Context: an optimization exercise on an open-source flow, tuned for small area. The choices shown serve that exercise and are no tape-out recipe. RTL that was checked went through simulation tests only; none was proved equivalent to the original. No functional check of the RTL was part of run 6. Power and IR drop assume default switching activity. No driver is modelled on the clock port, so clocking that relies on it looks cheaper here than on a real chip.

==> flow/design.v <==
`timescale 1ns/1ps
package cube_motor_pkg;
    localparam int QUEUE_DEPTH    = 256;
    localparam int QUEUE_AW       = 8;
    localparam int TICK_DIV       = 20;    
    localparam int STEPS_PER_MOVE = 50;
    localparam int SETTLE_TICKS   = 100;
    localparam int NUM_FACES      = 6;
    localparam int TICK_CNT_W = $clog2(TICK_DIV);
    localparam int SEQ_CNT_W  = $clog2((STEPS_PER_MOVE > SETTLE_TICKS) ?
                                       STEPS_PER_MOVE : SETTLE_TICKS);
    function automatic logic [3:0] enc_move(input logic [3:0] m);
        enc_move = {(m[2] ? (m[1:0] + 2'd1) : m[1:0]), m[2], m[3]};
    endfunction
    function automatic logic [3:0] dec_move(input logic [3:0] c);
        dec_move = {c[0], c[1], (c[1] ? (c[3:2] - 2'd1) : c[3:2])};
    endfunction
endpackage
`timescale 1ns/1ps
module step_tick_gen (
    input  logic i_clk,
    input  logic i_rst_n,
    output logic o_tick,      
    output logic o_wrapped    
);
    localparam logic [4:0] S0  = 5'd1;
    localparam logic [4:0] S19 = 5'd6;
    logic [4:0] lfsr_r;
    assign o_tick    = (lfsr_r == S19);
    assign o_wrapped = (lfsr_r == S0);
    always_ff @(posedge i_clk or negedge i_rst_n) begin
        if (!i_rst_n) begin
            lfsr_r <= S0;
        end else if (o_tick) begin
            lfsr_r <= S0;
        end else begin
            lfsr_r <= {lfsr_r[3:0], lfsr_r[4] ^ lfsr_r[2]};
        end
    end
endmodule
`timescale 1ns/1ps
module move_queue_ram (
    input  logic        i_clk,
    input  logic        i_rst_n,
    input  logic [12:0] i_wr,           
    input  logic [7:0]  i_next_addr,
    output logic [3:0]  o_entry0,       
    output logic [3:0]  o_next          
);
    logic       wr;
    logic [7:0] waddr;
    logic [3:0] wcode;
    assign wr    = i_wr[12];
    assign waddr = i_wr[11:4];
    assign wcode = cube_motor_pkg::enc_move(i_wr[3:0]);
    logic [7:0] rot_r;
    logic [7:0] wpos;
    always_ff @(posedge i_clk) begin
        rot_r <= rot_r + 8'd1;
    end
    assign wpos = waddr + ~rot_r;
    logic [31:0]     row_n;      
    logic [7:0]      col_n;      
    logic [7:0][3:0] wcol;       
    always_comb begin
        for (int i = 0; i < 32; i++) begin
            row_n[i] = !(wr && (wpos[7:3] == 5'(i)));
        end
        for (int j = 0; j < 8; j++) begin
            col_n[j] = !(wpos[2:0] == 3'(j));
            wcol[j]  = ((j % 2 == 0) ? ~wcode : wcode) | {4{col_n[j]}};
        end
    end
    logic [255:0] r1_r, r0_r, f1_r, f0_r;
    logic [255:0] r1_w, r0_w, f1_w, f0_w;
    for (genvar k = 0; k < 256; k++) begin : g_stage
        localparam int P = (k + 1) % 256;
        logic sel;
        sel_gate u_sel (
            .i_row_n (row_n[k / 8]),
            .i_col_n (col_n[k % 8]),
            .o_sel   (sel)
        );
        ring_cell u_cell (
            .i_row_n (row_n[k / 8]),
            .i_wcol  (wcol[k % 8]),
            .i_sel   (sel),
            .i_prev  ({r1_r[P], r0_r[P], f1_r[P], f0_r[P]}),
            .o_next  ({r1_w[k], r0_w[k], f1_w[k], f0_w[k]})
        );
    end
    localparam logic [255:0] ODD = {128{2'b10}};
    always_ff @(posedge i_clk or negedge i_rst_n) begin
        if (!i_rst_n) begin
            r1_r <= ODD;
            r0_r <= ODD;
        end else begin
            r1_r <= r1_w;
            r0_r <= r0_w;
        end
    end
    always_ff @(posedge i_clk) begin
        f1_r <= f1_w;
        f0_r <= f0_w;
    end
    logic [1:0] e0_r_r, e0_f_r;
    logic       wr0;
    assign wr0 = wr && (waddr == 8'd0);
    always_ff @(posedge i_clk or negedge i_rst_n) begin
        if (!i_rst_n) begin
            e0_r_r <= '0;
        end else if (wr0) begin
            e0_r_r <= wcode[3:2];
        end
    end
    always_ff @(posedge i_clk) begin
        if (wr0) begin
            e0_f_r <= wcode[1:0];
        end
    end
    assign o_entry0 = {e0_r_r, e0_f_r};
    logic [3:0] nxt_r;
    always_ff @(posedge i_clk) begin
        if (wr && (waddr == i_next_addr)) begin
            nxt_r <= wcode;
        end else if (rot_r == i_next_addr) begin
            nxt_r <= {r1_r[0], r0_r[0], f1_r[0], f0_r[0]};
        end
    end
    assign o_next = nxt_r;
endmodule
module sel_gate (
    input  logic i_row_n,
    input  logic i_col_n,
    output logic o_sel
);
    assign o_sel = ~(i_row_n | i_col_n);
endmodule
module ring_cell (
    input  logic       i_row_n,
    input  logic       i_sel,
    input  logic [3:0] i_wcol,
    input  logic [3:0] i_prev,
    output logic [3:0] o_next
);
    assign o_next = ~(({4{i_row_n}} | i_wcol) & ({4{i_sel}} | i_prev));
endmodule
`timescale 1ns/1ps
module move_sequencer (
    input  logic        i_clk,
    input  logic        i_rst_n,
    input  logic        i_tick,
    input  logic        i_start,
    input  logic [3:0]  i_entry0,      
    input  logic [3:0]  i_next,        
    output logic [7:0]  o_next_addr,   
    output logic        o_turn,
    output logic [3:0]  o_move,
    output logic        o_busy,
    output logic        o_done
);
    logic       busy_r;
    logic [7:0] naddr_r;
    logic [7:0] cnt_r;
    logic [3:0] move_r;
    logic       done_r;
    logic [3:0] src;
    logic [3:0] src_move;
    logic src_empty, last_entry, move_done;
    assign src        = busy_r ? i_next : i_entry0;
    assign src_empty  = (src[3:2] == 2'b00);
    assign src_move   = cube_motor_pkg::dec_move(src);
    assign last_entry = src_empty || (naddr_r == 8'd0);
    assign move_done    = i_tick && (cnt_r == 8'd149);
    assign o_next_addr = naddr_r;
    assign o_turn      = busy_r && (cnt_r < 8'd50);
    assign o_move      = move_r;
    assign o_busy      = busy_r;
    assign o_done      = done_r;
    always_ff @(posedge i_clk) begin
        if (!busy_r || move_done) begin
            cnt_r <= '0;
        end else if (i_tick) begin
            cnt_r <= cnt_r + 1'b1;
        end
        if (!busy_r || (move_done && last_entry)) begin
            naddr_r <= 8'd1;
        end else if (move_done) begin
            naddr_r <= naddr_r + 1'b1;
        end
    end
    always_ff @(posedge i_clk or negedge i_rst_n) begin
        if (!i_rst_n) begin
            busy_r  <= 1'b0;
            move_r  <= '0;
            done_r  <= 1'b0;
        end else begin
            done_r <= 1'b0;
            if (!busy_r) begin
                if (i_start) begin
                    if (src_empty) begin
                        done_r <= 1'b1;
                    end else begin
                        busy_r <= 1'b1;
                        move_r <= src_move;
                    end
                end
            end else if (move_done) begin
                if (last_entry) begin
                    busy_r  <= 1'b0;
                    move_r  <= '0;
                    done_r  <= 1'b1;
                end else begin
                    move_r  <= src_move;
                end
            end
        end
    end
endmodule
`timescale 1ns/1ps
module motor_drive_decode (
    input  logic        i_clk,
    input  logic        i_rst_n,
    input  logic        i_turn,
    input  logic        i_wrapped,
    input  logic [3:0]  i_move,
    output logic [7:0]  o_drive
);
    logic was_turn_r;
    logic dir_r;
    always_ff @(posedge i_clk or negedge i_rst_n) begin
        if (!i_rst_n) begin
            was_turn_r <= 1'b0;
            dir_r      <= 1'b1;
        end else begin
            was_turn_r <= i_turn;
            dir_r      <= ~i_move[3];
        end
    end
    always_comb begin
        o_drive[7:2] = '1;
        for (int f = 0; f < cube_motor_pkg::NUM_FACES; f++) begin
            if (was_turn_r && (i_move[2:0] == 3'(f + 1))) begin
                o_drive[f + 2] = 1'b0;
            end
        end
        o_drive[1] = dir_r;
        o_drive[0] = was_turn_r && i_wrapped;
    end
endmodule
`timescale 1ns/1ps
module cube_motor_top (
    input  logic         i_clk,
    input  logic         i_rst_n,
    input  logic [12:0]  i_queue_wr,    
    input  logic         i_start,
    output logic [7:0]   o_drive,       
    output logic [3:0]   o_move,        
    output logic         o_busy,
    output logic         o_done
);
    logic       tick;
    logic       wrapped;
    logic [7:0] next_addr;
    logic [3:0] entry0;
    logic [3:0] next_code;
    logic       turn;
    step_tick_gen tick0 (
        .i_clk     (i_clk),
        .i_rst_n   (i_rst_n),
        .o_tick    (tick),
        .o_wrapped (wrapped)
    );
    move_queue_ram queue0 (
        .i_clk       (i_clk),
        .i_rst_n     (i_rst_n),
        .i_wr        (i_queue_wr),
        .i_next_addr (next_addr),
        .o_entry0    (entry0),
        .o_next      (next_code)
    );
    move_sequencer seq0 (
        .i_clk       (i_clk),
        .i_rst_n     (i_rst_n),
        .i_tick      (tick),
        .i_start     (i_start),
        .i_entry0    (entry0),
        .i_next      (next_code),
        .o_next_addr (next_addr),
        .o_turn      (turn),
        .o_move      (o_move),
        .o_busy      (o_busy),
        .o_done      (o_done)
    );
    motor_drive_decode decode0 (
        .i_clk     (i_clk),
        .i_rst_n   (i_rst_n),
        .i_turn    (turn),
        .i_wrapped (wrapped),
        .i_move    (o_move),
        .o_drive   (o_drive)
    );
endmodule
==> flow/flow/run.sh <==
#!/bin/bash
# The standard layout, with clock tree synthesis told not to add dummy loads
# and to cluster the flip-flops into larger groups per leaf buffer.
set -euo pipefail
CTS="-sink_clustering_enable -repair_clock_nets -dont_use_dummy_load"
CTS="$CTS -buf_list sky130_fd_sc_hd__clkbuf_16"
CTS="$CTS -sink_clustering_size 30 -sink_clustering_max_diameter 100"
bash standard.sh "CTS_ARGS=$CTS" finish > orfs_make.log 2>&1
==> flow/standard.sh <==
#!/bin/bash
# synth_recipe.tcl (not shown) runs the flow's synth.tcl, then flattens the netlist and writes it again
# the make line also repeats each setting of config.mk as NAME=value (left out here)
make -C /OpenROAD-flow-scripts/flow DESIGN_CONFIG=/design/flow/config.mk WORK_HOME=/design/flow/orfs CLKGATE_MAP_FILE= SYNTH_SCRIPT=/design/flow/synth_recipe.tcl "${@:-finish}"
==> flow/config.mk <==
export PLATFORM = sky130hd
export DESIGN_NAME = cube_motor_top
export DESIGN_NICKNAME = cube_motor_top
export VERILOG_FILES = /design/flow/design.v
export SDC_FILE = /design/flow/constraint.sdc
export NUM_CORES = 8
export LEC_CHECK = 0
export CAP_MARGIN = 20
export CORE_MARGIN = 2
export CORE_UTILIZATION = 50
export GPL_ROUTABILITY_DRIVEN = 1
export PLACE_DENSITY = 0.6
export SLEW_MARGIN = 20
export SYNTH_HIERARCHICAL = 1
==> flow/constraint.sdc <==
create_clock -name core_clock -period 10.0 [get_ports {i_clk}]
set_input_delay 2.0000 -clock core_clock [delete_from_list [all_inputs] [get_ports {i_clk}]]
set_output_delay 2.0000 -clock core_clock [all_outputs]
set_load 0.01 [all_outputs]
==> impl_metrics.ini, run 1 <==
[drt]
wire_per_inst_um = 29.7
drt_iter0_drc = 2978
vias_per_cell = 6.69
first_pass_iters = 6
route.detailed.drc = 0
wirelength_um = 109000
vias = 24530
drtAntennaViolNets = 0

[placed_design]
portBuffers = 29
gp_congestion = 0.857
dpl.hpwl_um = 54600

[yosys]
syn-num-nets = 2702
ys.flop_type = dfxtp_1
ys_seq_area_share_pct = 71.9
synth_seq_cells = 1069
avgSynthCellArea_um2 = 12.7
syn_inst = 2672
yosysUniqueCellTypes = 60
synth_area_um2 = 33900
synth-edff-count = 6
async_flop_share_pct = 49.3
yosysWarnings = 10

[grt]
grt_max_degree = 180
globalRouteTotalUtil_pct = 30.7
grt_pass1_vias = 23357
grt_overflow = 0
grt_pass1_wl_um = 158000
antenna_found_initial = 1

[timing]
rsz0062_at_grt = no
fin_worst_skew_ps = 32.9
tns_ps = 0
worstMarginPinSlew_ps = 1080
slew_headroom_pct = 27.9
finalMaxSlewViolations = 0
fmaxAchievable_mhz = 175
period_share_pct = 57.2
setup_viol = 0
fin_crit_ps = 5720
hold_viol_final = 0

[finish]
layout-drive-gt1-share_pct = 15.6
layout_commonest_cell = o22ai_1
fin_nets = 2828
antenna_cells = 0
most-common-layout-cells = o22ai_1 (1024), dfxtp_1 (536), nor2_1 (289), dfrtp_1 (269), dfstp_2 (258)
syn2layout_area_growth_pct = 8.85

[clock_network]
root_buffer = clkbuf_16
cts.clk_slew.worst_paths_ps = 110
insertion_delay_ps = 630
cts_hold_buf = 0
clock_sinks = 1069
ctsResizeCount = 0
cts.path.max_buffers = 3
numCtsBuffers = 41
post-cts-setup-buffer-count = 0
cts_tree = done
htree_levels = 2

[critical_path]
end_kind = flop
path_class = input pin to flop
cp_slowest_cell = clkinv_1
path_cells = clkdlybuf4s50_1, ha_1, fa_1, xnor2_1, nor3_1, clkinv_1, buf_4, nor2_1, o22ai_1
critPathRequiredTime_ps = 10460
start_kind = input pin
crit_path_max_incr_delay_ps = 880
arrival_ps = 6180
crit_family = buffers and inverters
crit_path_max_fanout = 21
critPathBufInv = 3

[floorplan]
die_height_um = 265
io_pins = 30
initial_core_util_pct = 50.5
die_w_um = 265
coreArea_um2 = 67200
die_area_um2 = 70000
rows = 95

[run_status]
status = timing/DRC/antenna clean

[power]
power_density_nw_per_um2 = 194
p_leak_nw = 14.4
power.total_mw = 7.16
irDropWorstVdd_mv = 0.114

[min_path]
hp-class = flop to flop

[flow_run]
cap_violations = 0
## report_power, final
part / internal (mW) / leakage (nW) / switching (mW) / total [mW]
Sequential: 4.63 / 11.5 / 0.0958 / 4.73
Clock: 0.745 / 0.505 / 1.26 / 2.00
Combinational: 0.134 / 2.37 / 0.297 / 0.430
Total: 5.51 / 14.4 / 1.65 / 7.16
## per-module statistics from Yosys, one instance, submodules excluded, a selection
| module | area [um2] | cells inside | flops+latches | copies in the design |
|---|---|---|---|---|
| move_sequencer | 1150 | 123 | 22 | 1 |
| move_queue_ram | 25100 | 1244 | 1040 | 1 |
| sel_gate | 3.75 | 1 | 0 | 256 |
| step_tick_gen | 188 | 14 | 5 | 1 |
| motor_drive_decode | 129 | 11 | 2 | 1 |
| ring_cell | 25.0 | 4 | 0 | 256 |
## state kept, by name, indices dropped and copies added, names as in the netlist
name	flops
decode0.dir_r	1
decode0.was_turn_r	1
queue0.e0_f_r	2
queue0.e0_r_r	2
queue0.f0_r	256
queue0.f1_r	256
queue0.nxt_r	4
queue0.r0_r	256
queue0.r1_r	256
queue0.rot_r	8
seq0.busy_r	1
seq0.cnt_r	8
seq0.done_r	1
seq0.move_r	4
seq0.naddr_r	8
tick0.lfsr_r	5
## metrics by stage
stage          hold slack, ps  setup slack, ps  instance area [um2]  utilization (%)  instances
6_report                  377             4280                37000             55.0       3669
5_1_grt                   393             4080                37000             55.0       3669
4_1_cts                   385             4210                36900             54.9       3667
3_5_place_dp              371             3550                35900             53.4       3626
3_3_place_gp              367             3650                35900             53.4       3626
2_1_floorplan             364             4920                33900                -       2672
## worst register-to-register path, cell delays in order, from the launching register on
cell	delay (ps)
dfxtp_1	410
inv_1	110
ha_1	220
fa_1	460
xnor2_1	270
nor3_1	770
clkinv_1	890
buf_4	590
nor2_1	350
o22ai_1	140
## logic make-up after synthesis
logic type / synth area share, %
buffers and inverters: 0.420
DFF: 71.9
adders and majority gates: 0.538
xor gates and xnor gates: 1.21
AOI/OAI and AO/OA: 19.8
muxes: 0.383
and+or+nand+nor: 5.66
## cell usage after synthesis, drive strengths merged, types with 6 or more instances
cell	count	share of area [%]
nand2	62	0.69
nand4	8	0.15
or3	9	0.17
dfstp	258	20
inv	23	0.25
o22ai	1024	19
edfxtp	6	0.53
nor2	293	3.3
nor4	9	0.18
ha	13	0.48
dfrtp	269	20
xor2	20	0.52
dfxtp	536	32
nor3	12	0.27
xnor2	27	0.70
mux2	8	0.27
nand3	15	0.22
## cell type report
class / instances / area [um2]
clock buffer: 41 / 1030
fill: 5490 / 30200
inverter: 23 / 86.3
multi-input combinational: 1571 / 9500
sequential: 1069 / 24400
tap: 873 / 1090
timing repair buffer: 92 / 821
## worst paths after layout
kind	from	end	slack [ps]	depth (start not counted)
worst min-delay path	queue0.r0_r[226]	queue0.r0_r[225]	380	1
worst max-delay path	i_queue_wr[4]	queue0.f0_r[124]	4280	9
min in group asynchronous	i_rst_n	tick0.lfsr_r[1]	1430	1
worst min register to register	queue0.r0_r[226]	queue0.r0_r[225]	380	1
worst max register to register	queue0.rot_r[0]	queue0.f0_r[124]	5650	9
max in group asynchronous	i_rst_n	queue0.r1_r[196]	6900	2
## routing by layer
metal  GRT usage, %  share of wire [%]  vias up  routed length [um]
met5              0                  0        -                   0
met1           45.2                 44    12559               47700
met2           46.9                 45     1158               48900
met3           4.80                8.2      206                8910
met4           9.43                3.3        0                3580
li1               -                  -    10607                   -
==> run 2: changes to the inputs <==
--- a/flow/design.v
+++ b/flow/design.v
@@ -55,20 +55,39 @@
     assign wcode = cube_motor_pkg::enc_move(i_wr[3:0]);
     logic [7:0] rot_r;
     logic [7:0] wpos;
+    logic       pwr_r;
+    logic [7:0] paddr_r;
+    logic [3:0] pcode_r;
+    logic       clr_r;       
+    logic [3:0] rcode;       
+    always_ff @(posedge i_clk or negedge i_rst_n) begin
+        if (!i_rst_n) begin
+            pwr_r <= 1'b0;
+            clr_r <= 1'b1;
+        end else begin
+            pwr_r <= wr;
+            clr_r <= 1'b0;
+        end
+    end
+    always_ff @(posedge i_clk) begin
+        paddr_r <= waddr;
+        pcode_r <= wcode;
+    end
+    assign rcode = clr_r ? 4'b0000 : pcode_r;
     always_ff @(posedge i_clk) begin
         rot_r <= rot_r + 8'd1;
     end
-    assign wpos = waddr + ~rot_r;
+    assign wpos = paddr_r + ~rot_r;
     logic [31:0]     row_n;      
     logic [7:0]      col_n;      
     logic [7:0][3:0] wcol;       
     always_comb begin
         for (int i = 0; i < 32; i++) begin
-            row_n[i] = !(wr && (wpos[7:3] == 5'(i)));
+            row_n[i] = !(clr_r || (pwr_r && (wpos[7:3] == 5'(i))));
         end
         for (int j = 0; j < 8; j++) begin
-            col_n[j] = !(wpos[2:0] == 3'(j));
-            wcol[j]  = ((j % 2 == 0) ? ~wcode : wcode) | {4{col_n[j]}};
+            col_n[j] = !(clr_r || (wpos[2:0] == 3'(j)));
+            wcol[j]  = ((j % 2 == 0) ? ~rcode : rcode) | {4{col_n[j]}};
         end
     end
     logic [255:0] r1_r, r0_r, f1_r, f0_r;
@@ -89,17 +108,9 @@
             .o_next  ({r1_w[k], r0_w[k], f1_w[k], f0_w[k]})
         );
     end
-    localparam logic [255:0] ODD = {128{2'b10}};
-    always_ff @(posedge i_clk or negedge i_rst_n) begin
-        if (!i_rst_n) begin
-            r1_r <= ODD;
-            r0_r <= ODD;
-        end else begin
-            r1_r <= r1_w;
-            r0_r <= r0_w;
-        end
-    end
     always_ff @(posedge i_clk) begin
+        r1_r <= r1_w;
+        r0_r <= r0_w;
         f1_r <= f1_w;
         f0_r <= f0_w;
     end
@@ -123,6 +134,8 @@
     always_ff @(posedge i_clk) begin
         if (wr && (waddr == i_next_addr)) begin
             nxt_r <= wcode;
+        end else if (pwr_r && (paddr_r == i_next_addr)) begin
+            nxt_r <= pcode_r;    
         end else if (rot_r == i_next_addr) begin
             nxt_r <= {r1_r[0], r0_r[0], f1_r[0], f0_r[0]};
         end
==> flow/flow/run.sh (replaced) <==
#!/bin/bash
# The standard layout, with two changes: clock tree synthesis adds no dummy
# loads and clusters the flip-flops into larger groups per leaf buffer, and
# the port buffers are the smallest buffer rather than a delay cell.
set -euo pipefail
CTS="-sink_clustering_enable -repair_clock_nets -dont_use_dummy_load"
CTS="$CTS -buf_list sky130_fd_sc_hd__clkbuf_16"
CTS="$CTS -sink_clustering_size 30 -sink_clustering_max_diameter 100"
bash standard.sh "CTS_ARGS=$CTS" \
    "BUFFER_PORTS_ARGS=-buffer_cell sky130_fd_sc_hd__buf_1" \
    finish > orfs_make.log 2>&1
==> run 2 against run 1 <==
Still clean on timing, DRC and antenna; worst hold slack better by 9.6 ps; maximum frequency up 39%; clock skew increased by 2.6 ps; flip-flop and latch count up 14; via count shrank 4.4%; critical endpoint is now queue0.r0_r[109].
==> impl_metrics.ini, run 2 <==
[clock_network]
insertion_delay_ps = 630
cts.clk_slew.worst_paths_ps = 110
numCtsBuffers = 42
root_buffer = clkbuf_16
post-cts-setup-buffer-count = 0
ctsResizeCount = 0
cts_tree = done
cts_hold_buf = 0
clock_sinks = 1083
htree_levels = 2
cts.path.max_buffers = 3

[yosys]
synth_area_um2 = 31600
synthTopCellsByCount = dfxtp_1 (1060), o22ai_1 (1024), nor2_1 (290)
synth.most_common_cell = dfxtp_1
yosys-top-cells-area = dfxtp_1 (67%), o22ai_1 (20%), nor2_1 (3.4%)
syn_inst = 2717
synth_seq_cells = 1083
syn-num-nets = 2747
yosysUniqueCellTypes = 67
synth_top_area_cell = dfxtp_1
synth-edff-count = 6
ys.flop_type = dfxtp_1
async_flop_share_pct = 1.57
ys_seq_area_share_pct = 69.1
avgSynthCellArea_um2 = 11.6
synth_top_area_share_pct = 67.2
yosysWarnings = 10

[timing]
period_share_pct = 41.2
slew_headroom_pct = 16.1
worstMarginPinSlew_ps = 1250
fin_crit_ps = 4120
fmaxAchievable_mhz = 243
rsz0062_at_grt = no
fin_worst_skew_ps = 35.5
hold_viol_final = 0
tns_ps = 0
setup_viol = 0
finalMaxSlewViolations = 0

[critical_path]
end_kind = flop
cp-startpoint = queue0.rot_r[0]
rr_startpoint = queue0.rot_r[0]
path_cells = inv_1, ha_1, fa_1, a211o_1, a2111oi_2, nor3_1, nor2_1, a21oi_4, nor2_1, o22ai_1
critPathCapture = queue0.r0_r[109]
ff2ff_setup_slack_ps = 5890
crit_cells = 10
critPathRequiredTime_ps = 10480
r2r-end = queue0.r0_r[109]
critPathBufInv = 1
crit_path_max_fanout = 40
reg2reg_depth = 10
crit_family = simple AND/OR/NAND/NOR gates
start_kind = flop
path_class = flop to flop
cp_slowest_cell = nor2_1
crit_top_cell = nor2_1
crit_path_max_incr_delay_ps = 940
arrival_ps = 4600

[placed_design]
gp_congestion = 0.803
numPlacedInstances = 3650
portBuffers = 29
dpl.hpwl_um = 51300

[finish]
instances_no_fill = 3694
fillers = 5348
layout-drive-gt1-share_pct = 7.80
most-common-layout-cells = dfxtp_1 (1060), o22ai_1 (1024), nor2_1 (286), buf_4 (71)
fin_nets = 2879
syn2layout_area_growth_pct = 9.26
layout_commonest_cell = dfxtp_1

[grt]
grt_pass1_vias = 21996
top_usage_layer = met2
antenna_found_initial = 2
grt_max_degree = 46
grt_pass1_wl_um = 143000
met1_usage_pct = 40.2
globalRouteTotalUtil_pct = 29.2
grt_overflow = 0
grtUsageMet2_pct = 48.0
grt_use_met3_pct = 3.54

[power]
irDropWorstVdd_mv = 0.155
power_density_nw_per_um2 = 230
p_leak_nw = 12.9

[drt]
wire_per_inst_um = 26.7
first_pass_iters = 6
route.detailed.drc = 0
vias_per_cell = 6.35
drtAntennaViolNets = 0
wirelength_um = 98800
drt_iter0_drc = 2494
vias = 23440

[floorplan]
die_height_um = 255
die_w_um = 255
initial_core_util_pct = 50.3
coreArea_um2 = 62700
die_area_um2 = 65200
io_pins = 30
rows = 92

[min_path]
hp-class = flop to flop
hp-start = queue0.r0_r[29]

[run_status]
status = timing/DRC/antenna clean

[flow_run]
cap_violations = 0
==> run 2: cell count changes in the layout (fill, tap and decap cells not counted), sizes merged, moves of 10 or more <==
cell           change
xnor2             +16
nand2             -13
dfstp            -255
a21oi             +32
xor2              -10
dfxtp            +524
buf               +36
dfrtp            -255
clkdlybuf4s50     -28
==> run 2: logic make-up after synthesis <==
group | synth area share (%)
XOR/XNOR | 1.49
AO/OA/AOI/OAI | 22.0
flip-flops | 69.1
other | 0.0119
buffers and inverters | 0.440
multiplexers | 0.467
adder cells (fa/ha/maj) | 0.578
AND/OR/NAND/NOR | 5.87
==> run 2: Yosys stat by module, one instance, submodules excluded, a selection <==
module	flops+latches	area (um2)	cells inside
sel_gate	0	3.75	1
ring_cell	0	25.0	4
move_sequencer	22	1150	123
move_queue_ram	1054	22700	1289
motor_drive_decode	2	129	11
step_tick_gen	5	188	14
==> run 2: worst min-delay path by stage <==
| stage | to | slack, ps | cells past startpoint |
|---|---|---|---|
| 4_1_cts | queue0.r0_r[65] | 390 | 1 |
| 3_5_place_dp | queue0.r0_r[47] | 390 | 1 |
| 6_report | queue0.r0_r[28] | 390 | 1 |
| 3_3_place_gp | queue0.r0_r[7] | 390 | 1 |
| 5_1_grt | queue0.r0_r[28] | 410 | 1 |
| 2_1_floorplan | queue0.r0_r[0] | 390 | 1 |
==> run 2: layout make-up <==
cell class                      instances  area (um2)  area share, %
Tap cell                              846        1060           3.07
Inverter                               18        67.6          0.196
Timing Repair Buffer                  101         647           1.87
Antenna cell                            1        2.50        0.00725
Clock buffer                           42        1050           3.05
Sequential cell                      1083       21800           63.3
Multi-Input combinational cell       1603        9850           28.5
==> run 2: power breakdown <==
part	total (mW)	internal [mW]	switching [mW]
Sequential	5.11	4.92	0.189
Combinational	0.826	0.290	0.536
Clock	2.01	0.762	1.24
Total	7.94	5.97	1.97
==> run 2: through the flow <==
step / total power, mW / instance area [um2] / utilization [%] / hold WS, ps / setup WS (ps)
2_1_floorplan: 5.65 / 31600 / - / 388 / 6030
3_3_place_gp: 5.97 / 33400 / 53.3 / 391 / 6140
3_5_place_dp: 5.99 / 33400 / 53.3 / 394 / 6010
4_1_cts: 7.94 / 34500 / 55.0 / 393 / 6020
5_1_grt: 8.21 / 34500 / 55.0 / 405 / 5810
6_report: 7.94 / 34500 / 55.0 / 387 / 5890
==> run 2: layer usage <==
layer	share of wire (%)	up-vias
met2	46	972
met3	7.3	200
met1	43	11485
met4	3.1	2
li1	-	10781
met5	0.011	-
==> run 3: changes to the inputs <==
--- a/flow/design.v
+++ b/flow/design.v
@@ -9,12 +9,6 @@
     localparam int TICK_CNT_W = $clog2(TICK_DIV);
     localparam int SEQ_CNT_W  = $clog2((STEPS_PER_MOVE > SETTLE_TICKS) ?
                                        STEPS_PER_MOVE : SETTLE_TICKS);
-    function automatic logic [3:0] enc_move(input logic [3:0] m);
-        enc_move = {(m[2] ? (m[1:0] + 2'd1) : m[1:0]), m[2], m[3]};
-    endfunction
-    function automatic logic [3:0] dec_move(input logic [3:0] c);
-        dec_move = {c[0], c[1], (c[1] ? (c[3:2] - 2'd1) : c[3:2])};
-    endfunction
 endpackage
 `timescale 1ns/1ps
 module step_tick_gen (
@@ -44,15 +38,15 @@
     input  logic        i_rst_n,
     input  logic [12:0] i_wr,           
     input  logic [7:0]  i_next_addr,
-    output logic [3:0]  o_entry0,       
-    output logic [3:0]  o_next          
+    output logic [3:0]  o_entry0,
+    output logic [3:0]  o_next
 );
     logic       wr;
     logic [7:0] waddr;
-    logic [3:0] wcode;
+    logic [3:0] wcode;       
     assign wr    = i_wr[12];
     assign waddr = i_wr[11:4];
-    assign wcode = cube_motor_pkg::enc_move(i_wr[3:0]);
+    assign wcode = i_wr[3:0];
     logic [7:0] rot_r;
     logic [7:0] wpos;
     logic       pwr_r;
@@ -114,33 +108,34 @@
         f1_r <= f1_w;
         f0_r <= f0_w;
     end
-    logic [1:0] e0_r_r, e0_f_r;
+    logic [2:0] e0_face_r;
+    logic       e0_ccw_r;    
     logic       wr0;
     assign wr0 = wr && (waddr == 8'd0);
     always_ff @(posedge i_clk or negedge i_rst_n) begin
         if (!i_rst_n) begin
-            e0_r_r <= '0;
+            e0_face_r <= '0;
         end else if (wr0) begin
-            e0_r_r <= wcode[3:2];
+            e0_face_r <= wcode[2:0];
         end
     end
     always_ff @(posedge i_clk) begin
         if (wr0) begin
-            e0_f_r <= wcode[1:0];
+            e0_ccw_r <= wcode[3];
         end
     end
-    assign o_entry0 = {e0_r_r, e0_f_r};
+    assign o_entry0 = {e0_ccw_r, e0_face_r};
     logic [3:0] nxt_r;
+    logic       phit;
+    assign phit = pwr_r && (paddr_r == i_next_addr);
     always_ff @(posedge i_clk) begin
-        if (wr && (waddr == i_next_addr)) begin
-            nxt_r <= wcode;
-        end else if (pwr_r && (paddr_r == i_next_addr)) begin
-            nxt_r <= pcode_r;    
+        if (phit) begin
+            nxt_r <= pcode_r;
         end else if (rot_r == i_next_addr) begin
             nxt_r <= {r1_r[0], r0_r[0], f1_r[0], f0_r[0]};
         end
     end
-    assign o_next = nxt_r;
+    assign o_next = phit ? pcode_r : nxt_r;
 endmodule
 module sel_gate (
     input  logic i_row_n,
@@ -164,7 +159,7 @@
     input  logic        i_rst_n,
     input  logic        i_tick,
     input  logic        i_start,
-    input  logic [3:0]  i_entry0,      
+    input  logic [3:0]  i_entry0,
     input  logic [3:0]  i_next,        
     output logic [7:0]  o_next_addr,   
     output logic        o_turn,
@@ -181,8 +176,8 @@
     logic [3:0] src_move;
     logic src_empty, last_entry, move_done;
     assign src        = busy_r ? i_next : i_entry0;
-    assign src_empty  = (src[3:2] == 2'b00);
-    assign src_move   = cube_motor_pkg::dec_move(src);
+    assign src_empty  = (src[2:0] == 3'd0);
+    assign src_move   = src;
     assign last_entry = src_empty || (naddr_r == 8'd0);
     assign move_done    = i_tick && (cnt_r == 8'd149);
     assign o_next_addr = naddr_r;
==> run 3 against run 2 <==
Still clean on timing, DRC and antenna; core utilization rose by 0.43 points; routed wire length up 0.41%; non-clock buffer count down 6; largest cell class unchanged; highest routed layer is now met4.
==> impl_metrics.ini, run 3 <==
[yosys]
synth_seq_cells = 1083
synth-edff-count = 5
yosysUniqueCellTypes = 62
syn-num-nets = 2736
avgSynthCellArea_um2 = 11.6
async_flop_share_pct = 1.66
synth.most_common_cell = dfxtp_1
yosysWarnings = 10
synth_area_um2 = 31400
syn_inst = 2707
yosys-top-cells-area = dfxtp_1 (68%), o22ai_1 (20%), nor2_1 (3.4%)
synth_top_area_share_pct = 67.7
ys_seq_area_share_pct = 69.6
synth_top_area_cell = dfxtp_1
synthTopCellsByCount = dfxtp_1 (1060), o22ai_1 (1026), nor2_1 (288)
ys.flop_type = dfxtp_1

[drt]
first_pass_iters = 6
drtAntennaViolNets = 0
drt_iter0_drc = 2647
vias = 23616
wire_per_inst_um = 27.1
route.detailed.drc = 0
wirelength_um = 99200
vias_per_cell = 6.44

[placed_design]
place_area_um2 = 33200
gp_congestion = 0.834
dpl.hpwl_um = 50100
portBuffers = 29

[floorplan]
rows = 91
die_w_um = 254
die_height_um = 254
die_area_um2 = 64800
io_pins = 30
initial_core_util_pct = 50.7
coreArea_um2 = 61800

[timing]
holdWs_ps = 381
fin_worst_skew_ps = 66.6
slew_headroom_pct = 26.8
fmaxAchievable_mhz = 249
period_share_pct = 40.1
worstMarginPinSlew_ps = 1090
fin_crit_ps = 4010
setup_viol = 0
tns_ps = 0
rsz0062_at_grt = no
finalMaxSlewViolations = 0
hold_viol_final = 0

[power]
p_int_mw = 5.94
swShare_pct = 24.7
clkPwrFrac_pct = 25.5
power_density_nw_per_um2 = 230
p_switching_mw = 1.95
power_frac_seq_pct = 64.5
combinationalPowerShare_pct = 10.0
p_leak_nw = 12.8
irDropWorstVdd_mv = 0.163
power.total_mw = 7.89

[grt]
globalRouteTotalUtil_pct = 30.0
grt_overflow = 0
grt_pass1_wl_um = 143000
antenna_found_initial = 0
grt_pass1_vias = 21930
grt_max_degree = 49

[clock_network]
cts.clk_slew.worst_paths_ps = 110
cts_tree = done
root_buffer = clkbuf_16
numCtsBuffers = 42
htree_levels = 2
cts_hold_buf = 0
cts.path.max_buffers = 3
clock_sinks = 1083
insertion_delay_ps = 620
ctsResizeCount = 0
post-cts-setup-buffer-count = 0

[critical_path]
critPathRequiredTime_ps = 10460
start_kind = flop
arrival_ps = 4470
end_kind = flop
crit_path_max_fanout = 40
path_class = flop to flop

[finish]
layout-drive-gt1-share_pct = 7.42
most-common-layout-cells = dfxtp_1 (1060), o22ai_1 (1026), nor2_1 (283), buf_4 (66), clkbuf_16 (42)
antenna_cells = 0
syn2layout_area_growth_pct = 9.26
fin_nets = 2860
fillers = 5239
design_area_um2 = 34300
layout_commonest_cell = dfxtp_1

[run_status]
status = timing/DRC/antenna clean

[min_path]
hp-class = flop to flop

[flow_run]
cap_violations = 0
-- run 3: logic make-up after synthesis --
kind of cell | after synthesis | share of synthesized area (%)
DFF | 1083 | 69.6
muxes | 8 | 0.287
buffers and inverters | 32 | 0.447
xor gates and xnor gates | 40 | 1.12
AOI/OAI and AO/OA | 1104 | 22.1
other | 1 | 0.0120
and+or+nand+nor | 426 | 5.90
adders and majority gates | 13 | 0.542
-- run 3: through the flow --
stage          cells  setup slack (ps)  utilization (%)
2_1_floorplan   2707              6020                -
3_3_place_gp    3624              6280             53.7
3_5_place_dp    3624              6110             53.7
4_1_cts         3666              6140             55.4
5_1_grt         3666              5890             55.4
6_report        3666              5990             55.4
-- run 3: worst paths after layout --
kind                                  start               end  slack, ps  depth (start not counted)
min in group asynchronous           i_rst_n      queue0.pwr_r       1320                          1
setup / recovery            queue0.rot_r[0]   queue0.r0_r[58]       5990                         10
max in group asynchronous           i_rst_n      queue0.clr_r       8300                          1
hold reg to reg            queue0.f0_r[249]  queue0.f0_r[248]        380                          1
hold / removal             queue0.f0_r[249]  queue0.f0_r[248]        380                          1
setup reg to reg            queue0.rot_r[0]   queue0.r0_r[58]       5990                         10
-- run 3: worst max-delay path, stage by stage (launching register included) --
cell      delay, ps
dfxtp_1         380
inv_1            90
ha_1            270
fa_1            460
a211oi_2        420
nor4b_1         130
or3_1           430
nor2_1          750
a21oi_4         430
nor2_1          390
o22ai_1         150
-- run 3: power groups by stage --
stage	clock, mW	combinational [mW]	sequential, mW
floorplan	0	0.501	5.11
global route	2.18	0.845	5.13
CTS	2.03	0.771	5.08
finish	2.01	0.792	5.09
detailed placement	0	0.767	5.17
global placement	0	0.738	5.18
-- run 3: modules after synthesis, one instance, submodules excluded, a selection --
| module | cell area (um2) | copies in the design | flip-flops and latches |
|---|---|---|---|
| move_queue_ram | 22600 | 1 | 1054 |
| sel_gate | 3.75 | 256 | 0 |
| ring_cell | 25.0 | 256 | 0 |
| step_tick_gen | 188 | 1 | 5 |
| motor_drive_decode | 129 | 1 | 2 |
| move_sequencer | 1100 | 1 | 22 |
-- run 3: layout make-up --
cell class / count / area [um2] / share of cell area [%]
clock buffer: 42 / 1050 / 3.07
inverter: 17 / 63.8 / 0.186
multi-input combinational: 1592 / 9680 / 28.2
sequential: 1083 / 21800 / 63.7
tap: 837 / 1050 / 3.06
timing repair buffer: 95 / 606 / 1.77
-- run 3: per-layer routing --
layer / vias up / track usage (%) / wire (um) / part of all wire, %
li1: 10750 / - / - / -
met1: 11563 / 42.9 / 43600 / 44
met2: 1097 / 46.9 / 43900 / 44
met3: 206 / 4.51 / 8360 / 8.4
met4: 0 / 9.65 / 3330 / 3.4
met5: - / 0 / 0 / 0
==> run 4: changes to the inputs <==
==> flow/flow/run.sh (replaced) <==
#!/bin/bash
# The standard layout, with two changes: clock tree synthesis adds no dummy
# loads and drives clusters of up to 28 flip-flops from each leaf buffer
# (buf_12, the smallest cell strong enough), and the port buffers are the
# smallest buffer rather than a delay cell.
set -euo pipefail
CTS="-sink_clustering_enable -repair_clock_nets -dont_use_dummy_load"
CTS="$CTS -buf_list sky130_fd_sc_hd__buf_12"
CTS="$CTS -sink_clustering_size 28 -sink_clustering_max_diameter 80"
bash standard.sh "CTS_ARGS=$CTS" \
    "BUFFER_PORTS_ARGS=-buffer_cell sky130_fd_sc_hd__buf_1" \
    finish > orfs_make.log 2>&1
==> run 4 against run 3 <==
Worst hold slack lost 13 ps; flip-flop and latch count unchanged; still clean; via count increased by 0.73%; clock skew grew 6.6 ps; synthesized cell count unchanged; first-iteration DRC count up 6.6%; routed wire length hardly changed; critical path depth unchanged.
==> impl_metrics.ini, run 4 <==
[run_status]
status = timing/DRC/antenna clean

[floorplan]
initial_core_util_pct = 50.7
rows = 91
coreArea_um2 = 61800
io_pins = 30
die_area_um2 = 64800
die_height_um = 254
die_w_um = 254

[clock_network]
clock_sinks = 1083
cts_hold_buf = 0
root_buffer = buf_12
cts.path.max_buffers = 3
ctsResizeCount = 0
post-cts-setup-buffer-count = 0
numCtsBuffers = 45
insertion_delay_ps = 590
cts.clk_slew.worst_paths_ps = 110
cts_tree = done
htree_levels = 2

[yosys]
synth-edff-count = 5
ys_seq_area_share_pct = 69.6
synthTopCellsByCount = dfxtp_1 (1060), o22ai_1 (1026), nor2_1 (288)
synth_top_area_cell = dfxtp_1
syn-num-nets = 2736
yosys-top-cells-area = dfxtp_1 (68%), o22ai_1 (20%), nor2_1 (3.4%)
async_flop_share_pct = 1.66
synth_area_um2 = 31400
yosysWarnings = 10
synth_seq_cells = 1083
ys.flop_type = dfxtp_1
yosysUniqueCellTypes = 62
syn_inst = 2707
synth.most_common_cell = dfxtp_1
avgSynthCellArea_um2 = 11.6
synth_top_area_share_pct = 67.7

[grt]
antenna_found_initial = 0
grt_pass1_wl_um = 143000
grt_pass1_vias = 21948
globalRouteTotalUtil_pct = 30.1
grt_max_degree = 49
grt_overflow = 0

[critical_path]
crit_path_max_fanout = 40
path_cells = inv_1, ha_1, fa_1, a211oi_2, nor4b_1, or3_1, nor2_1, a21oi_4, nor2_1, o22ai_1
crit_family = simple AND/OR/NAND/NOR gates
critPathRequiredTime_ps = 10420
crit_top_cell = nor2_1
start_kind = flop
crit_path_max_incr_delay_ps = 730
arrival_ps = 4400
critPathBufInv = 1
path_class = flop to flop
end_kind = flop
cp_slowest_cell = nor2_1

[power]
p_switching_mw = 1.99
combinationalPowerShare_pct = 10.1
power_frac_seq_pct = 64.7
p_int_mw = 5.88
p_leak_nw = 12.7
irDropWorstVdd_mv = 0.156
clkPwrFrac_pct = 25.2
power_density_nw_per_um2 = 231
swShare_pct = 25.2

[timing]
setup_viol = 0
fmaxAchievable_mhz = 251
rsz0062_at_grt = no
tns_ps = 0
finalMaxSlewViolations = 0
fin_worst_skew_ps = 73.3
period_share_pct = 39.8
slew_headroom_pct = 25.7
worstMarginPinSlew_ps = 1110
fin_ws_ps = 6020
fin_crit_ps = 3980
hold_viol_final = 0

[finish]
layout-drive-gt1-share_pct = 7.52
syn2layout_area_growth_pct = 8.78
layout_commonest_cell = dfxtp_1
antenna_cells = 0
fin_nets = 2863
instances_no_fill = 3669
multiInputGateArea_um2 = 9680
design_area_um2 = 34100
most-common-layout-cells = dfxtp_1 (1060), o22ai_1 (1026), nor2_1 (283), buf_4 (66), buf_12 (45)
fillers = 5237
ff_latch_area_um2 = 21800

[drt]
drtAntennaViolNets = 0
drt_iter0_drc = 2823
vias_per_cell = 6.48
route.detailed.drc = 0
vias = 23788
wire_per_inst_um = 27.1
first_pass_iters = 6
wirelength_um = 99300

[placed_design]
pre_cts_ws_ps = 6110
gp_congestion = 0.834
numPlacedInstances = 3624
portBuffers = 29
dpl.hpwl_um = 50100
place_area_um2 = 33200

[min_path]
hp-class = flop to flop

[flow_run]
cap_violations = 0
==> run 4: cell types whose count changed in the layout (fill, tap and decap cells not counted) <==
cell	delta
buf_12	+45
clkbuf_16	-42
==> run 4: logic make-up (layout without fill, tap and decap cells) <==
kind of cell / Yosys count / after routing / share of synthesized area [%]
other cells: 1 / 1 / 0.0120
simple gates: 426 / 426 / 5.90
compound gates: 1104 / 1104 / 22.1
mux: 8 / 8 / 0.287
flops: 1083 / 1083 / 69.6
xor+xnor: 40 / 40 / 1.12
buf+inv: 32 / 157 / 0.447
fa+ha+maj: 13 / 13 / 0.542
==> run 4: final timing paths <==
| kind | start | end | slack (ps) | depth (start not counted) |
|---|---|---|---|---|
| min in group asynchronous | i_rst_n | queue0.e0_face_r[2] | 1400 | 1 |
| hold reg to reg | queue0.r0_r[175] | queue0.r0_r[174] | 370 | 1 |
| max in group asynchronous | i_rst_n | decode0.dir_r | 8260 | 1 |
| setup / recovery | queue0.rot_r[0] | queue0.r0_r[58] | 6020 | 10 |
| hold / removal | queue0.r0_r[175] | queue0.r0_r[174] | 370 | 1 |
| setup reg to reg | queue0.rot_r[0] | queue0.r0_r[58] | 6020 | 10 |
==> run 4: worst register-to-register path, cell delays in order, from the launching register on <==
cell,delay [ps]
dfxtp_1,390
inv_1,90
ha_1,270
fa_1,470
a211oi_2,420
nor4b_1,130
or3_1,430
nor2_1,730
a21oi_4,430
nor2_1,390
o22ai_1,140
==> run 4: per-layer routing <==
layer  wire [um]  GRT usage [%]  vias to the layer above
met5           0              0                        -
met4        3120           9.28                        0
met3        9090           4.85                      211
met2       44000           46.8                     1141
met1       43100           43.0                    11689
li1            -              -                    10747
==> run 4: power groups by stage <==
stage          sequential [mW]  clock [mW]  combinational [mW]
2_1_floorplan             5.11           0               0.501
3_3_place_gp              5.18           0               0.738
3_5_place_dp              5.17           0               0.767
4_1_cts                   5.08        2.01               0.770
5_1_grt                   5.13        2.16               0.845
6_report                  5.09        1.99               0.793
==> run 4: stage by stage <==
| step | power, mW | util (%) | hold WS (ps) |
|---|---|---|---|
| final | 7.87 | 55.2 | 367 |
| after CTS | 7.87 | 55.2 | 373 |
| after floorplan | 5.61 | - | 388 |
| after detailed placement | 5.94 | 53.7 | 393 |
| after global placement | 5.92 | 53.7 | 393 |
| after global routing | 8.14 | 55.2 | 376 |
==> run 4: cell type report <==
cell class | count | area share, %
multi-input combinational | 1592 | 28.4
sequential | 1083 | 64.0
tap | 837 | 3.07
inverter | 17 | 0.187
timing repair buffer | 95 | 1.77
clock buffer | 45 | 2.64
==> run 4: Yosys stat by module, one instance, submodules excluded, excerpt <==
module | times used | cell area (um2)
move_queue_ram | 1 | 22600
sel_gate | 256 | 3.75
ring_cell | 256 | 25.0
motor_drive_decode | 1 | 129
move_sequencer | 1 | 1100
step_tick_gen | 1 | 188
==> run 5: changes to the inputs <==
==> flow/run.sh (new file) <==
#!/bin/bash
# synth_recipe.tcl (not shown) runs the flow's synth.tcl, then flattens the netlist and writes it again
# the make line also repeats each setting of config.mk as NAME=value (left out here)
make -C /OpenROAD-flow-scripts/flow DESIGN_CONFIG=/design/flow/config.mk WORK_HOME=/design/flow/orfs CLKGATE_MAP_FILE= SYNTH_SCRIPT=/design/flow/synth_recipe.tcl finish
--- a/flow/config.mk
+++ b/flow/config.mk
@@ -8,6 +8,9 @@
 export CAP_MARGIN = 20
 export CORE_MARGIN = 2
 export CORE_UTILIZATION = 50
+export CTS_BUF_LIST = sky130_fd_sc_hd__clkbuf_16
+export CTS_CLUSTER_DIAMETER = 80
+export CTS_CLUSTER_SIZE = 24
 export GPL_ROUTABILITY_DRIVEN = 1
 export PLACE_DENSITY = 0.6
 export SLEW_MARGIN = 20
removed: flow/flow/run.sh
removed: flow/standard.sh
==> run 5 against run 4 <==
Area after synthesis is the same; power grew 3.7%; synthesized cell count is the same; count of clock-buffer cells in the layout grew 7; register-to-register slack lost 140 ps; via count shrank 1.0%; cell count grew 0.52%; clock power grew 15%; first-iteration DRC count grew 0.89%; combinational power is essentially flat; core utilization grew 1.1 points; clock skew shrank 55 ps; critical path type unchanged.
==> impl_metrics.ini, run 5 <==
[finish]
antenna_cells = 0
layout_commonest_cell = dfxtp_1
layout-drive-gt1-share_pct = 8.03
ff_latch_area_um2 = 21800
fillers = 5193
multiInputGateArea_um2 = 9650
syn2layout_area_growth_pct = 10.9
fin_nets = 2874
instances_no_fill = 3688
most-common-layout-cells = dfxtp_1 (1060), o22ai_1 (1026), nor2_1 (284), buf_4 (71), clkbuf_16 (52)

[drt]
vias = 23542
wire_per_inst_um = 26.9
vias_per_cell = 6.38
drtAntennaViolNets = 0
drt_iter0_drc = 2848
first_pass_iters = 5
route.detailed.drc = 0
wirelength_um = 99300

[critical_path]
crit_top_cell = nor2_1
path_cells = inv_1, ha_1, fa_1, a211oi_2, nor4b_1, or3_1, nor2_1, a21oi_4, nor2_1, o22ai_1
critPathRequiredTime_ps = 10480
start_kind = flop
crit_path_max_fanout = 40
crit_family = simple AND/OR/NAND/NOR gates
critPathBufInv = 1
crit_path_max_incr_delay_ps = 800
cp_slowest_cell = nor2_1
arrival_ps = 4600
end_kind = flop
path_class = flop to flop

[power]
p_switching_mw = 2.01
clkPwrFrac_pct = 27.9
p_int_mw = 6.15
power_frac_seq_pct = 62.3
combinationalPowerShare_pct = 9.8
power.total_mw = 8.16
p_leak_nw = 13.0
irDropWorstVdd_mv = 0.147
power_density_nw_per_um2 = 235
swShare_pct = 24.7

[grt]
grt_use_met3_pct = 3.58
grt_pass1_wl_um = 142000
antenna_found_initial = 0
globalRouteTotalUtil_pct = 30.0
met1_usage_pct = 41.5
top_usage_layer = met2
grtUsageMet2_pct = 48.4
grt_max_degree = 49
grt_pass1_vias = 21930
grt_overflow = 0

[yosys]
yosysUniqueCellTypes = 62
synth.most_common_cell = dfxtp_1
async_flop_share_pct = 1.66
synth_top_area_cell = dfxtp_1
synth_top_area_share_pct = 67.7
synthTopCellsByCount = dfxtp_1 (1060), o22ai_1 (1026), nor2_1 (288)
synth_area_um2 = 31400
syn-num-nets = 2736
avgSynthCellArea_um2 = 11.6
yosys-top-cells-area = dfxtp_1 (68%), o22ai_1 (20%), nor2_1 (3.4%)
synth-edff-count = 5
yosysWarnings = 10
syn_inst = 2707
ys.flop_type = dfxtp_1
ys_seq_area_share_pct = 69.6
synth_seq_cells = 1083

[timing]
holdWs_ps = 402
fmaxAchievable_mhz = 243
fin_ws_ps = 5880
tns_ps = 0
period_share_pct = 41.2
slew_headroom_pct = 29.3
rsz0062_at_grt = no
setup_viol = 0
hold_viol_final = 0
worstMarginPinSlew_ps = 1050
fin_crit_ps = 4120
finalMaxSlewViolations = 0
fin_worst_skew_ps = 18.2

[clock_network]
cts.path.max_buffers = 3
root_buffer = clkbuf_16
htree_levels = 2
post-cts-setup-buffer-count = 0
cts_tree = done
ctsResizeCount = 0
cts_hold_buf = 0
insertion_delay_ps = 630
clock_sinks = 1083
cts.clk_slew.worst_paths_ps = 100
numCtsBuffers = 51

[placed_design]
portBuffers = 29
numPlacedInstances = 3629
gp_congestion = 0.855
pre_cts_ws_ps = 6000
dpl.hpwl_um = 51200

[floorplan]
initial_core_util_pct = 50.7
rows = 91
die_height_um = 254
io_pins = 30
coreArea_um2 = 61800
die_area_um2 = 64800
die_w_um = 254

[min_path]
hp-class = flop to flop

[run_status]
status = timing/DRC/antenna clean

[flow_run]
cap_violations = 0
run 5: cell counts after synthesis:
Identical to the previous run, type by type.
run 5: layer usage:
metal | vias to the layer above | routed length [um]
met5 | - | 0
met4 | 0 | 3680
met3 | 235 | 6930
met2 | 1091 | 45700
met1 | 11447 | 43000
li1 | 10769 | -
run 5: Yosys stat by module, one instance, submodules excluded, a selection:
| module | cells | times used |
|---|---|---|
| move_queue_ram | 1279 | 1 |
| move_sequencer | 123 | 1 |
| step_tick_gen | 14 | 1 |
| motor_drive_decode | 11 | 1 |
| ring_cell | 4 | 256 |
| sel_gate | 1 | 256 |
run 5: worst paths after layout:
| path | from | to | slack, ps | cells past startpoint |
|---|---|---|---|---|
| max | queue0.rot_r[0] | queue0.r1_r[62] | 5880 | 10 |
| min | queue0.r0_r[111] | queue0.r0_r[110] | 400 | 1 |
| max reg2reg | queue0.rot_r[0] | queue0.r1_r[62] | 5880 | 10 |
| min reg2reg | queue0.r0_r[111] | queue0.r0_r[110] | 400 | 1 |
| max in group asynchronous | i_rst_n | tick0.lfsr_r[3] | 7660 | 1 |
| min in group asynchronous | i_rst_n | seq0.busy_r | 1820 | 1 |
run 5: cell families (layout without fill, tap and decap cells):
family                   Yosys count  count (layout)  synth area share, %
XOR/XNOR                          40              40                 1.12
AND/OR/NAND/NOR                  426             426                 5.90
adder cells (fa/ha/maj)           13              13                0.542
flip-flops                      1083            1083                 69.6
buffers and inverters             32             176                0.447
other                              1               1               0.0120
multiplexers                       8               8                0.287
AO/OA/AOI/OAI                   1104            1104                 22.1
run 5: area by class of cell:
class	instances	share of cell area, %
Tap cell	837	3.01
Sequential cell	1083	62.7
Inverter	17	0.183
Clock inverter	7	0.234
Multi-Input combinational cell	1592	27.7
Timing Repair Buffer	100	2.37
Clock buffer	52	3.74
run 5: power by group through the flow:
stage | registers, mW | clock network [mW] | logic [mW]
finish | 5.08 | 2.28 | 0.796
global route | 5.13 | 2.46 | 0.848
CTS | 5.08 | 2.30 | 0.774
detailed placement | 5.17 | 0 | 0.770
global placement | 5.17 | 0 | 0.747
floorplan | 5.11 | 0 | 0.501
run 5: through the flow:
stage | area [um2] | utilization (%)
after floorplan | 31400 | -
final | 34800 | 56.3
after CTS | 34800 | 56.3
after detailed placement | 33400 | 54.0
after global routing | 34800 | 56.3
after global placement | 33400 | 54.0
run 5: worst register-to-register path: stages (launching register included):
cell      delay, ps
dfxtp_1         390
inv_1           100
ha_1            250
fa_1            450
a211oi_2        440
nor4b_1         140
or3_1           430
nor2_1          800
a21oi_4         440
nor2_1          390
o22ai_1         140
==> run 6: changes to the inputs <==
--- a/flow/design.v
+++ b/flow/design.v
@@ -72,15 +72,15 @@
         rot_r <= rot_r + 8'd1;
     end
     assign wpos = paddr_r + ~rot_r;
-    logic [31:0]     row_n;      
-    logic [7:0]      col_n;      
-    logic [7:0][3:0] wcol;       
+    logic [15:0]      row_n;      
+    logic [15:0]      col_n;      
+    logic [15:0][3:0] wcol;       
     always_comb begin
-        for (int i = 0; i < 32; i++) begin
-            row_n[i] = !(clr_r || (pwr_r && (wpos[7:3] == 5'(i))));
+        for (int i = 0; i < 16; i++) begin
+            row_n[i] = !(clr_r || (pwr_r && (wpos[7:4] == 4'(i))));
         end
-        for (int j = 0; j < 8; j++) begin
-            col_n[j] = !(clr_r || (wpos[2:0] == 3'(j)));
+        for (int j = 0; j < 16; j++) begin
+            col_n[j] = !(clr_r || (wpos[3:0] == 4'(j)));
             wcol[j]  = ((j % 2 == 0) ? ~rcode : rcode) | {4{col_n[j]}};
         end
     end
@@ -90,13 +90,13 @@
         localparam int P = (k + 1) % 256;
         logic sel;
         sel_gate u_sel (
-            .i_row_n (row_n[k / 8]),
-            .i_col_n (col_n[k % 8]),
+            .i_row_n (row_n[k / 16]),
+            .i_col_n (col_n[k % 16]),
             .o_sel   (sel)
         );
         ring_cell u_cell (
-            .i_row_n (row_n[k / 8]),
-            .i_wcol  (wcol[k % 8]),
+            .i_row_n (row_n[k / 16]),
+            .i_wcol  (wcol[k % 16]),
             .i_sel   (sel),
             .i_prev  ({r1_r[P], r0_r[P], f1_r[P], f0_r[P]}),
             .o_next  ({r1_w[k], r0_w[k], f1_w[k], f0_w[k]})
==> flow/flow/run.sh (new file) <==
#!/bin/bash
# The standard layout, with two changes: clock tree synthesis adds no dummy
# loads and drives clusters of up to 28 flip-flops from each leaf buffer
# (buf_12, the smallest cell strong enough), and the port buffers are the
# smallest buffer rather than a delay cell.
set -euo pipefail
CTS="-sink_clustering_enable -repair_clock_nets -dont_use_dummy_load"
CTS="$CTS -buf_list sky130_fd_sc_hd__buf_12"
CTS="$CTS -sink_clustering_size 28 -sink_clustering_max_diameter 80"
bash standard.sh "CTS_ARGS=$CTS" \
    "BUFFER_PORTS_ARGS=-buffer_cell sky130_fd_sc_hd__buf_1" \
    finish > orfs_make.log 2>&1
==> flow/standard.sh (new file) <==
#!/bin/bash
# synth_recipe.tcl (not shown) runs the flow's synth.tcl, then flattens the netlist and writes it again
# the make line also repeats each setting of config.mk as NAME=value (left out here)
make -C /OpenROAD-flow-scripts/flow DESIGN_CONFIG=/design/flow/config.mk WORK_HOME=/design/flow/orfs CLKGATE_MAP_FILE= SYNTH_SCRIPT=/design/flow/synth_recipe.tcl "${@:-finish}"
--- a/flow/config.mk
+++ b/flow/config.mk
@@ -8,9 +8,6 @@
 export CAP_MARGIN = 20
 export CORE_MARGIN = 2
 export CORE_UTILIZATION = 50
-export CTS_BUF_LIST = sky130_fd_sc_hd__clkbuf_16
-export CTS_CLUSTER_DIAMETER = 80
-export CTS_CLUSTER_SIZE = 24
 export GPL_ROUTABILITY_DRIVEN = 1
 export PLACE_DENSITY = 0.6
 export SLEW_MARGIN = 20
removed: flow/run.sh
==> run 6 against run 5 <==
Count of clock-buffer cells in the layout shrank 5; cell count increased by 0.35%; die area up 1.1%; power down 2.9%; via count up 2.1%; critical path depth decreased by 3; maximum frequency up 1.7%; core utilization shrank 1.1 points; final area decreased by 0.30%; combinational power shrank 5.2%; setup slack gained 69 ps.
==> impl_metrics.ini, run 6 <==
[power]
p_leak_nw = 12.7
power.total_mw = 7.93
power_frac_seq_pct = 65.0
irDropWorstVdd_mv = 0.187
power_density_nw_per_um2 = 228
swShare_pct = 26.2
p_int_mw = 5.85
p_switching_mw = 2.07
combinationalPowerShare_pct = 9.5
clkPwrFrac_pct = 25.5

[drt]
drt_iter0_drc = 2797
vias = 24045
drtAntennaViolNets = 0
wirelength_um = 103000
wire_per_inst_um = 27.8
route.detailed.drc = 0
vias_per_cell = 6.50
first_pass_iters = 7

[floorplan]
die_area_um2 = 65500
initial_core_util_pct = 50.5
coreArea_um2 = 62900
rows = 92
io_pins = 30
die_height_um = 256
die_w_um = 256

[clock_network]
numCtsBuffers = 47
cts_tree = done
post-cts-setup-buffer-count = 0
cts_hold_buf = 0
root_buffer = buf_12
ctsResizeCount = 0
cts.clk_slew.worst_paths_ps = 110
cts.path.max_buffers = 3
clock_sinks = 1083
insertion_delay_ps = 580
htree_levels = 2

[yosys]
synth_top_area_cell = dfxtp_1
async_flop_share_pct = 1.66
yosysUniqueCellTypes = 63
syn_inst = 2741
avgSynthCellArea_um2 = 11.6
yosys-top-cells-area = dfxtp_1 (67%), o22ai_1 (20%), nor2_1 (3.3%)
synth_top_area_share_pct = 66.9
synth-edff-count = 5
syn-num-nets = 2770
synth_area_um2 = 31700
synth.most_common_cell = dfxtp_1
synthTopCellsByCount = dfxtp_1 (1060), o22ai_1 (1024), nor2_1 (282)
synth_seq_cells = 1083
yosysWarnings = 10
ys.flop_type = dfxtp_1
ys_seq_area_share_pct = 68.8

[placed_design]
pre_cts_ws_ps = 6110
gp_congestion = 0.939
dpl.hpwl_um = 68600
portBuffers = 29

[critical_path]
ff2ff_setup_slack_ps = 5950
reg2reg_depth = 7
cp-startpoint = queue0.rot_r[0]
path_class = flop to flop
crit_path_max_fanout = 20
arrival_ps = 4480
end_kind = flop
critPathCapture = queue0.r0_r[110]
rr_startpoint = queue0.rot_r[0]
critPathRequiredTime_ps = 10420
start_kind = flop
r2r-end = queue0.r0_r[110]

[grt]
grt_pass1_wl_um = 149000
antenna_found_initial = 3
top_usage_layer = met2
globalRouteTotalUtil_pct = 30.4
grtUsageMet2_pct = 48.1
grt_use_met3_pct = 5.54
grt_max_degree = 81
met1_usage_pct = 42.5
grt_overflow = 0
grt_pass1_vias = 22360

[timing]
tns_ps = 0
worstMarginPinSlew_ps = 1120
holdWs_ps = 378
period_share_pct = 40.5
slew_headroom_pct = 23.8
fin_worst_skew_ps = 42.6
setup_viol = 0
fin_ws_ps = 5950
hold_viol_final = 0
rsz0062_at_grt = no
fmaxAchievable_mhz = 247
fin_crit_ps = 4050
finalMaxSlewViolations = 0

[flow_run]
cap_violations = 0

[min_path]
hp-class = flop to flop

[finish]
fin_nets = 2886
antenna_cells = 0
layout_commonest_cell = dfxtp_1
syn2layout_area_growth_pct = 9.33
layout-drive-gt1-share_pct = 6.37
most-common-layout-cells = dfxtp_1 (1060), o22ai_1 (1024), nor2_1 (281), buf_4 (70), buf_12 (47)

[run_status]
status = timing/DRC/antenna clean
-- run 6: changes by cell type in the layout (fill, tap and decap cells not counted), sizes merged, moves of 31 or more --
cell	change
buf	+82
clkbuf	-52
a31oi	+47
nand2	-37
a21oi	-31
nand4	+31
-- run 6: worst max-delay path, stage by stage, from the launching register on --
cell and delay [ps]:
dfxtp_1 410, inv_1 100, ha_1 250, inv_1 90
fa_1 540, nor2_2 730, nand4_1 1050, o22ai_1 720
-- run 6: logic make-up (layout without fill, tap and decap cells) --
kind of cell | Yosys count | after routing | synth area share [%]
other | 1 | 1 | 0.0118
AND/OR/NAND/NOR | 404 | 404 | 5.76
AO/OA/AOI/OAI | 1131 | 1131 | 22.6
adder cells (fa/ha/maj) | 13 | 13 | 0.536
XOR/XNOR | 40 | 40 | 1.10
buffers and inverters | 56 | 170 | 0.757
flip-flops | 1083 | 1083 | 68.8
multiplexers | 13 | 13 | 0.454
-- run 6: cell type report --
| cell class | count | area (um2) |
|---|---|---|
| repair buffers | 106 | 713 |
| flip-flops and latches | 1083 | 21800 |
| well taps | 846 | 1060 |
| multi-input cells | 1602 | 10100 |
| clock buffers | 47 | 941 |
| inverters | 17 | 63.8 |
| fillers | 5372 | 28200 |
-- run 6: Yosys stat by module, one instance, submodules excluded, excerpt --
module	times used	flops+latches	cells inside	cell area, um2
ring_cell	256	0	4	25.0
move_sequencer	1	22	123	1100
step_tick_gen	1	5	14	188
sel_gate	256	0	1	3.75
motor_drive_decode	1	2	11	129
move_queue_ram	1	1054	1313	22900
-- run 6: through the flow --
stage               std cells  instance area, um2  util (%)
finish                   3701               34700      55.2
CTS                      3701               34700      55.2
detailed placement       3654               33700      53.7
global placement         3647               33600      53.5
floorplan                2741               31700         -
global route             3701               34700      55.2
-- run 6: layer usage --
layer | vias up | wire (um) | part of all wire, %
li1 | 10973 | - | -
met1 | 11726 | 44100 | 43
met2 | 1175 | 46300 | 45
met3 | 171 | 9130 | 8.9
met4 | 0 | 3320 | 3.2
met5 | - | 0 | 0
-- run 6: worst min-delay path by stage --
stage / startpoint / end / cells after the start
after floorplan: queue0.r0_r[1] / queue0.r0_r[0] / 1
after global placement: seq0.move_r[3] / decode0.dir_r / 1
after detailed placement: queue0.r0_r[133] / queue0.r0_r[132] / 1
after CTS: queue0.f0_r[86] / queue0.f0_r[85] / 1
after global routing: queue0.f0_r[86] / queue0.f0_r[85] / 1
final: queue0.f0_r[86] / queue0.f0_r[85] / 1
-- run 6: power groups by stage --
stage,Combinational (mW),Sequential [mW],Clock [mW]
detailed placement,0.735,5.22,0
floorplan,0.498,5.05,0
global placement,0.707,5.24,0
finish,0.755,5.15,2.02
CTS,0.739,5.13,2.04
global route,0.810,5.17,2.19

==> afterwards: timing with drivers on the ports <==
The results above use ideal ports. As a check the final layouts listed here were re-extracted and re-timed, cells and wires unchanged.
Step 1, drivers: a clkbuf_16 drives i_clk and a buf_2 each remaining input, both assumed.
Step 2 times the ports against the registers' clock, not the clock port: input delays grow and output delays shrink by t, the midpoint of the rising clock arrivals with the driver on.
Three values: ideal ports, drivers, drivers and shift; two values: the first two.
| run | t, ns | setup WS [ns] | hold WS [ns] | latest minus earliest clock arrival (ns) | slew at the worst register clock pin (ns) |
|---|---|---|---|---|---|
| run 1 | 0.675 | 4.279 / 4.313 / 3.638 | 0.377 / 0.377 / 0.377 | 0.046 / 0.046 | 0.12 / 0.12 |
| run 2 | 0.679 | 5.885 / 5.885 / 5.885 | 0.387 / 0.387 / 0.387 | 0.042 / 0.042 | 0.11 / 0.11 |
| run 3 | 0.651 | 5.989 / 5.989 / 5.989 | 0.381 / 0.381 / 0.381 | 0.066 / 0.067 | 0.12 / 0.12 |
| run 4 | 0.613 | 6.021 / 6.021 / 6.021 | 0.367 / 0.367 / 0.367 | 0.074 / 0.073 | 0.12 / 0.12 |
| run 5 | 0.685 | 5.876 / 5.859 / 5.876 | 0.402 / 0.402 / 0.402 | 0.021 / 0.021 | 0.10 / 0.10 |
| run 6 | 0.618 | 5.945 / 5.945 / 5.945 | 0.378 / 0.378 / 0.378 | 0.047 / 0.046 | 0.11 / 0.11 |
After both steps setup and hold are still met in every run listed. For run 1, which loses most, drivers alone change the setup slack by +0.034 ns; drivers and shift together by -0.641 ns.
